What follows belongs to an exercise in optimizing a design on an open flow for small area; a production flow would make more cautious choices.
Function was checked by simulation only, so behaviour that the tests miss may differ from the original.
Power is estimated from default activity; no workload was simulated.

`flow/design.v`:
```
`default_nettype none
module fs_dither_stream #(
    parameter int PIX_W    = 8,
    parameter int OUT_W    = 1,
    parameter int H_PIXELS = 320,
    parameter int V_LINES  = 240,
    parameter int ERR_W    = PIX_W + 3
) (
    input  logic                                  clk_in,
    input  logic                                  rst_in,
    input  logic [PIX_W-1:0]                      pixel_in,
    input  logic [10:0]                           hcount_in,
    input  logic [9:0]                            vcount_in,
    input  logic                                  valid_in,
    input  logic [PIX_W-1:0]                      threshold_in,
    output logic [OUT_W-1:0]                      pixel_out,
    output logic [10:0]                           hcount_out,
    output logic [9:0]                            vcount_out,
    output logic [$clog2(H_PIXELS*V_LINES)-1:0]   addr_out,
    output logic                                  valid_out
);
    localparam int c_addr_w = $clog2(H_PIXELS * V_LINES);
    localparam int c_idx_w  = (H_PIXELS > 1) ? $clog2(H_PIXELS) : 1;
    localparam logic [10:0] c_h_num  = 11'(H_PIXELS);
    localparam logic [10:0] c_h_last = 11'(H_PIXELS - 1);
    localparam logic [9:0]  c_v_num  = 10'(V_LINES);
    localparam logic [9:0]  c_v_last = 10'(V_LINES - 1);
    localparam logic signed [ERR_W-1:0] c_pix_max = ERR_W'((1 << PIX_W) - 1);
    logic w_byp_in;
    assign w_byp_in = 1'b0;
    logic w_accept;
    assign w_accept = valid_in && (hcount_in < c_h_num) && (vcount_in < c_v_num);
    logic                    r_s0_valid;
    logic [PIX_W-1:0]        r_s0_pix;
    logic [PIX_W-1:0]        r_s0_thr;
    logic [10:0]             r_s0_h;
    logic [9:0]              r_s0_v;
    logic                    r_s0_byp;
    logic signed [ERR_W-1:0] r_s0_rowerr;
    always_ff @(posedge clk_in) begin
        if (!rst_in) begin
            r_s0_valid <= 1'b0;
            r_s0_pix   <= '0;
            r_s0_thr   <= '0;
            r_s0_h     <= '0;
            r_s0_v     <= '0;
            r_s0_byp   <= 1'b0;
        end else begin
            r_s0_valid <= w_accept;
            if (w_accept) begin
                r_s0_pix <= pixel_in;
                r_s0_thr <= threshold_in;
                r_s0_h   <= hcount_in;
                r_s0_v   <= vcount_in;
                r_s0_byp <= w_byp_in;
            end
        end
    end
    logic signed [ERR_W-1:0] r_row_ram [0:H_PIXELS-1];
    logic                    w_ram_we;
    logic [c_idx_w-1:0]      w_ram_waddr;
    logic signed [ERR_W-1:0] w_ram_wdata;
    always_ff @(posedge clk_in) begin
        if (w_accept) begin
            r_s0_rowerr <= ((vcount_in == 10'd0) || w_byp_in) ? '0
                           : r_row_ram[hcount_in[c_idx_w-1:0]];
        end
        if (w_ram_we) begin
            r_row_ram[w_ram_waddr] <= w_ram_wdata;
        end
    end
    logic                    r_last_ok;
    logic [10:0]             r_last_h;
    logic [9:0]              r_last_v;
    logic signed [ERR_W-1:0] r_carry;
    logic signed [ERR_W-1:0] r_acc_a;      
    logic signed [ERR_W-1:0] r_acc_b;      
    logic                    r_flush;
    logic signed [ERR_W-1:0] r_flush_data;
    logic                    w_carry_use;
    logic                    w_first;
    logic                    w_h_end;
    logic                    w_v_end;
    logic signed [ERR_W-1:0] w_v_raw;
    logic [PIX_W-1:0]        w_v;
    logic [PIX_W-1:0]        w_recon;
    logic [OUT_W-1:0]        w_q;
    logic signed [ERR_W-1:0] w_err;
    logic signed [ERR_W+2:0] w_ex, w_p7, w_p3, w_p5, w_s7, w_s3, w_s5, w_s1;
    logic signed [ERR_W-1:0] w_r7, w_bl3, w_b5, w_br1;
    logic signed [ERR_W-1:0] w_base_a, w_base_b;
    logic [c_addr_w-1:0]     w_addr;
    assign w_carry_use = r_last_ok && (r_last_v == r_s0_v)
                         && ((r_last_h + 11'd1) == r_s0_h) && !r_s0_byp;
    assign w_first = (r_s0_h == 11'd0);
    assign w_h_end = (r_s0_h == c_h_last);
    assign w_v_end = (r_s0_v == c_v_last);
    assign w_v_raw = $signed({{(ERR_W-PIX_W){1'b0}}, r_s0_pix})
                     + (w_carry_use ? r_carry : '0) + r_s0_rowerr;
    always_comb begin
        w_v = w_v_raw[PIX_W-1:0];
        if (w_v_raw[ERR_W-1]) begin
            w_v = '0;
        end else if (w_v_raw > c_pix_max) begin
            w_v = '1;
        end
    end
    if (OUT_W == 1) begin : g_q_bin
        assign w_q     = {OUT_W{w_v >= r_s0_thr}};
        assign w_recon = {PIX_W{w_q[0]}};
    end else begin : g_q_multi
        assign w_q = w_v[PIX_W-1 -: OUT_W];
        for (genvar i = 0; i < PIX_W; i++) begin : g_rep
            assign w_recon[PIX_W-1-i] = w_q[OUT_W-1-(i % OUT_W)];
        end
        logic w_unused_thr;
        assign w_unused_thr = ^{r_s0_thr, w_v};
    end
    assign w_err = r_s0_byp ? '0
                   : $signed({{(ERR_W-PIX_W){1'b0}}, w_v})
                     - $signed({{(ERR_W-PIX_W){1'b0}}, w_recon});
    assign w_ex  = {{3{w_err[ERR_W-1]}}, w_err};
    assign w_p7  = (w_ex <<< 3) - w_ex;
    assign w_p3  = (w_ex <<< 1) + w_ex;
    assign w_p5  = (w_ex <<< 2) + w_ex;
    assign w_s7  = w_p7 >>> 4;
    assign w_s3  = w_p3 >>> 4;
    assign w_s5  = w_p5 >>> 4;
    assign w_s1  = w_ex >>> 4;
    assign w_r7  = w_s7[ERR_W-1:0];
    assign w_bl3 = w_s3[ERR_W-1:0];
    assign w_b5  = w_s5[ERR_W-1:0];
    assign w_br1 = w_s1[ERR_W-1:0];
    assign w_base_a = w_first ? '0 : r_acc_a;
    assign w_base_b = w_first ? '0 : r_acc_b;
    assign w_addr = c_addr_w'(r_s0_h) + c_addr_w'(H_PIXELS) * c_addr_w'(r_s0_v);
    always_comb begin
        w_ram_we    = 1'b0;
        w_ram_waddr = r_s0_h[c_idx_w-1:0] - c_idx_w'(1);
        w_ram_wdata = r_s0_byp ? '0 : (w_base_a + w_bl3);
        if (r_s0_valid && !w_first && !w_v_end) begin
            w_ram_we = rst_in;
        end else if (r_flush) begin
            w_ram_we    = rst_in;
            w_ram_waddr = c_h_last[c_idx_w-1:0];
            w_ram_wdata = r_flush_data;
        end
    end
    always_ff @(posedge clk_in) begin
        if (!rst_in) begin
            valid_out    <= 1'b0;
            pixel_out    <= '0;
            hcount_out   <= '0;
            vcount_out   <= '0;
            addr_out     <= '0;
            r_last_ok    <= 1'b0;
            r_last_h     <= '0;
            r_last_v     <= '0;
            r_carry      <= '0;
            r_acc_a      <= '0;
            r_acc_b      <= '0;
            r_flush      <= 1'b0;
            r_flush_data <= '0;
        end else begin
            valid_out <= r_s0_valid;
            r_flush   <= 1'b0;
            if (r_s0_valid) begin
                pixel_out    <= w_q;
                hcount_out   <= r_s0_h;
                vcount_out   <= r_s0_v;
                addr_out     <= w_addr;
                r_last_ok    <= 1'b1;
                r_last_h     <= r_s0_h;
                r_last_v     <= r_s0_v;
                r_carry      <= w_h_end ? '0 : w_r7;
                r_acc_a      <= w_base_b + w_b5;
                r_acc_b      <= w_h_end ? '0 : w_br1;
                r_flush      <= w_h_end && !w_v_end;
                r_flush_data <= r_s0_byp ? '0 : (w_base_b + w_b5);
            end
        end
    end
endmodule
`default_nettype wire
```
`flow/run.sh`:
```
#!/bin/bash
# synth_recipe.tcl (not shown) runs the flow's synth.tcl, then flattens the netlist and writes it again
# the make line also repeats each setting of config.mk as NAME=value (left out here)
make -C /OpenROAD-flow-scripts/flow DESIGN_CONFIG=/design/flow/config.mk WORK_HOME=/design/flow/orfs CLKGATE_MAP_FILE= SYNTH_SCRIPT=/design/flow/synth_recipe.tcl finish
```
`flow/config.mk`:
```
export PLATFORM = sky130hd
export DESIGN_NAME = fs_dither_stream
export DESIGN_NICKNAME = fs_dither_stream
export VERILOG_FILES = /design/flow/design.v
export SDC_FILE = /design/flow/constraint.sdc
export NUM_CORES = 4
export LEC_CHECK = 0
export CAP_MARGIN = 20
export CORE_MARGIN = 2
export CORE_UTILIZATION = 40
export SLEW_MARGIN = 20
```
`flow/constraint.sdc`:
```
create_clock -name core_clock -period 12.0 [get_ports {clk_in}]
set_input_delay 2.4000 -clock core_clock [delete_from_list [all_inputs] [get_ports {clk_in}]]
set_output_delay 2.4000 -clock core_clock [all_outputs]
set_load 0.01 [all_outputs]
```
==> run notes <==
## final cells by class
cell class	instances	area (sq um)	area share [%]
Sequential cell	3630	108000	65.7
Multi-Input combinational cell	2396	34200	20.8
Clock buffer	447	9700	5.90
Tap cell	4751	5940	3.62
Timing Repair Buffer	427	3980	2.42
Clock inverter	229	2290	1.39
Inverter	62	240	0.146
Antenna cell	6	15.0	0.00913
## metal layers
layer	GRT usage (%)	up-vias	part of all wire (%)
met1	28.1	37673	42
met5	0	-	0
met2	31.5	2890	48
li1	-	28003	-
met3	3.19	510	7.6
met4	5.60	0	2.8
## synth_stat cells, drive strengths merged (27+ instances only)
cell type / n
nand2: 139
ha: 81
inv: 60
edfxtp: 3531
buf: 104
nor2b: 39
mux2i: 56
mux4: 1150
a21oi: 80
clkbuf: 261
xnor2: 61
nor3: 27
nor2: 430
dfxtp: 99
a211oi: 36
o21ai: 33
## what timing repair did
action,CTS,global route
endpoints found under the setup margin,0,499
setup buffers,0,2
resized for setup,0,15
## cell families after synthesis
kind of cell	share of synthesized area [%]
multiplexers	18.5
flip-flops	75.4
adder cells (fa/ha/maj)	0.917
AO/OA/AOI/OAI	1.20
AND/OR/NAND/NOR	2.27
XOR/XNOR	0.525
buffers and inverters	1.14
## worst paths after layout
path	from	end	cells past startpoint
worst max-delay path	r_last_h[0]	r_row_ram[103][10]	52
worst min-delay path	r_s0_thr[3]	r_s0_thr[3]	2
worst max register to register	r_last_h[0]	r_row_ram[103][10]	52
worst min register to register	r_s0_thr[3]	r_s0_thr[3]	2
## per-stage QoR
stage	setup TNS [ns]	total power, uW	setup WS [ns]
finish	0	27900	0.705
global route	-7.39	28700	-0.0572
CTS	0	28100	0.351
detailed placement	0	16700	0.402
global placement	0	16700	0.479
floorplan	-	16200	-6.91
## power groups by stage
stage	sequential [uW]	clock (uW)	combinational [uW]
finish	14500	11400	1960
global route	14500	12100	2090
CTS	14500	11600	1980
detailed placement	14800	0	1970
global placement	14700	0	1900
floorplan	15100	0	1100
## cells in the final DEF, fill, tap and decap left out, types with 74 or more instances in the layout
| cell | netlist | layout |
|---|---|---|
| nor2_2 | 0 | 96 |
| clkbuf_16 | 0 | 379 |
| dfxtp_1 | 99 | 92 |
| ha_1 | 81 | 77 |
| edfxtp_1 | 3531 | 3531 |
| buf_4 | 6 | 305 |
| nor2_1 | 430 | 332 |
| mux4_2 | 1150 | 1150 |
| clkinv_2 | 0 | 74 |
| clkinv_1 | 1 | 86 |
| nand2_1 | 139 | 121 |
## registers in the layout (all words and copies together), names as in the netlist
signal,cells
r_acc_b,5
pixel_out,1
r_last_v,10
r_s0_valid,1
addr_out,11
r_s0_rowerr,11
r_last_ok,1
r_s0_h,11
valid_out,1
r_flush_data,11
r_s0_thr,8
r_row_ram,3520
r_s0_pix,8
r_flush,1
r_last_h,11
r_carry,9
r_s0_v,10
## worst max-delay path: cells and delay by family, from the launching register on
kind | cells | cell delay, ns
fa+ha+maj | 8 | 2.71
buf+inv | 8 | 1.31
xor+xnor | 3 | 0.60
flops | 1 | 0.36
compound gates | 21 | 4.03
simple gates | 12 | 1.92
==> metrics.md <==
| Metric | Value |
|---|---|
| Slowest stage cell, crit path | fa_1 |
| Tcrit/Tclk final | between 90% and 100% |
| Fin. Hold Viols | 0 |
| Clk network pwr share | 41.0% |
| CP Class | flip-flop to flip-flop |
| Most used DFF post-synth | edfxtp_1 |
| TritonCTS Buffers | about 370 |
| Max Buffers Root-to-Sink | 4 |
| Gpl congestion | ~0.83 |
| Clock latency on the worst-skew pair | about 0.94 ns |
| Non-Filler Instances | roughly 12000 |
| Fin area | about 0.16 sq mm |
| Avg WL per Cell | 30.4 um |
| Setup crit end kind | flip-flop |
| Max-cap violations | 0 |
| Pint | roughly 22000 uW |
| # H-tree levels | 5 |
| Most used cell, CP | ha_1 |
| Cells after Synth | 6453 |
| Port Buf Inserts | 79 |
| Cell area power density | 169 mW/mm^2 |
| GRT Util Overall | between 10% and 20% |
| Vias in the first global route | roughly 70000 |
| Yosys cell types | 80 |
| CP Max Fanout | between 40 and 50 |
| Final setup violating endpoints | 0 |
| Area Growth Syn to Fin | 14.8% |
| First-pass DRT Iterations | 8 |
| YS warnings | 1 |
| CP startpoint kind | flip-flop |
| Peak supply drop | approximately 0.11 mV |
| Drt via density | between 5 and 6 |
| Cell area after synthesis | between 0.1 and 0.15 sq mm |
| Cell Area, Placed | about 0.15 sq mm |
| Sw Ratio | approximately 22% |
| Layout net count | around 7000 |
| Placed Cells incl. Taps | ~11000 |
| # IOs | 80 |
| Critical path required time | approximately 13 ns |
| Antenna violations before repair | 20 |
| Hold-fix buffers, CTS | 0 |
| Core area | around 0.36 sq mm |
| Cell row count | ~220 |
| Die H | 602 um |
| Clock skew | approximately 0.06 ns |
| ANT nets after route | 0 |
| Filler Cells Inserted | about 30000 |
| Drt drc | 0 |
| Switching power | between 6000 and 7000 uW |
| Yosys top cell area share | 74.0% |
| Hold Path Class | flip-flop to flip-flop |
| Max Slew Vio Count | 0 |
| Max incr delay on CP | roughly 0.51 ns |
| Number of DRC markers in iteration 0 | around 8600 |
| Worst Tran Pin Value | roughly 1.2 ns |
| Top cells by area, synth | edfxtp_1 (74%), mux4_2 (18%), dfxtp_1 (1.4%) |
| Die area | between 0.3 and 0.4 sq mm |
| Die Width | between 600 and 700 um |
| Net Count, Synth | between 6000 and 7000 |
| Yosys reg bits | around 3600 |
| Tmin final | approximately 11 ns |
| Dominant cell type by area after synthesis | edfxtp_1 |
| Sequential share of the synthesized area | about three quarters |
| CTS tree | done |
| Initial core utilization | between 40% and 50% |
| Largest net degree at the start of global routing | ~190 |
| R2r setup slk | just over 0.7 ns |
| Leakage | 0.0507 uW |
| Status | no timing/DRC/antenna violations |
| First-pass GRT wire length | 519000 um |
| Total gr overflow | 0 |
| Final wirelength | ~360000 um |
| Async SR Flop Fraction | 0% |
| Util after Layout | between 40% and 50% |
| Avg Cell Area, Syn | between 20 and 25 sq um |
| Worst-path clk slew | 0.07 ns |
| Comb pwr share | roughly 7% |
| Seq pwr share | 52.0% |
| Max-slew headroom | roughly 23% |
| Detailed Place HPWL | between 200000 and 250000 um |
| Layout cells sized above 1 | between 30 and 40% |
| Critical path data arrival time | ~12 ns |
| Clock tree sinks | roughly 3600 |
| Vias post-DR | between 60000 and 70000 |
| Fin Hold WS | roughly 0.46 ns |
| F_max | 88.5 MHz |
| Root Buffer | clkbuf_16 |
| Post-synth EDFFs | approximately 3500 |

## re-timing with driven ports
Ports are ideal in the flow. The routed layout listed here was re-timed in OpenROAD.
Step 1 (the two cells are an assumption about what drives the block):
set clk [get_ports {clk_in}]
set_driving_cell -lib_cell sky130_fd_sc_hd__clkbuf_16 $clk
set_driving_cell -lib_cell sky130_fd_sc_hd__buf_2 [delete_from_list [all_inputs] $clk]
Step 2 adds t to the input delays and takes it off the output delays; t is the mean of the earliest and latest rising clock arrival at the registers after step 1. Input paths then give back, and output paths get back, about the clock's delay inside the block.
Three values: no drivers, after step 1, after step 2; two values: the first two.
shift t [ns]: 1.018
slack for setup (ns): 0.705 / 0.705 / 0.705
worst hold slack (ns): 0.462 / 0.462 / 0.462
latest minus earliest clock arrival (ns): 0.065 / 0.066
After both steps setup and hold are still met in this run. The setup slack of this run moves by 0.000 ns with the drivers and by 0.000 ns with both steps.
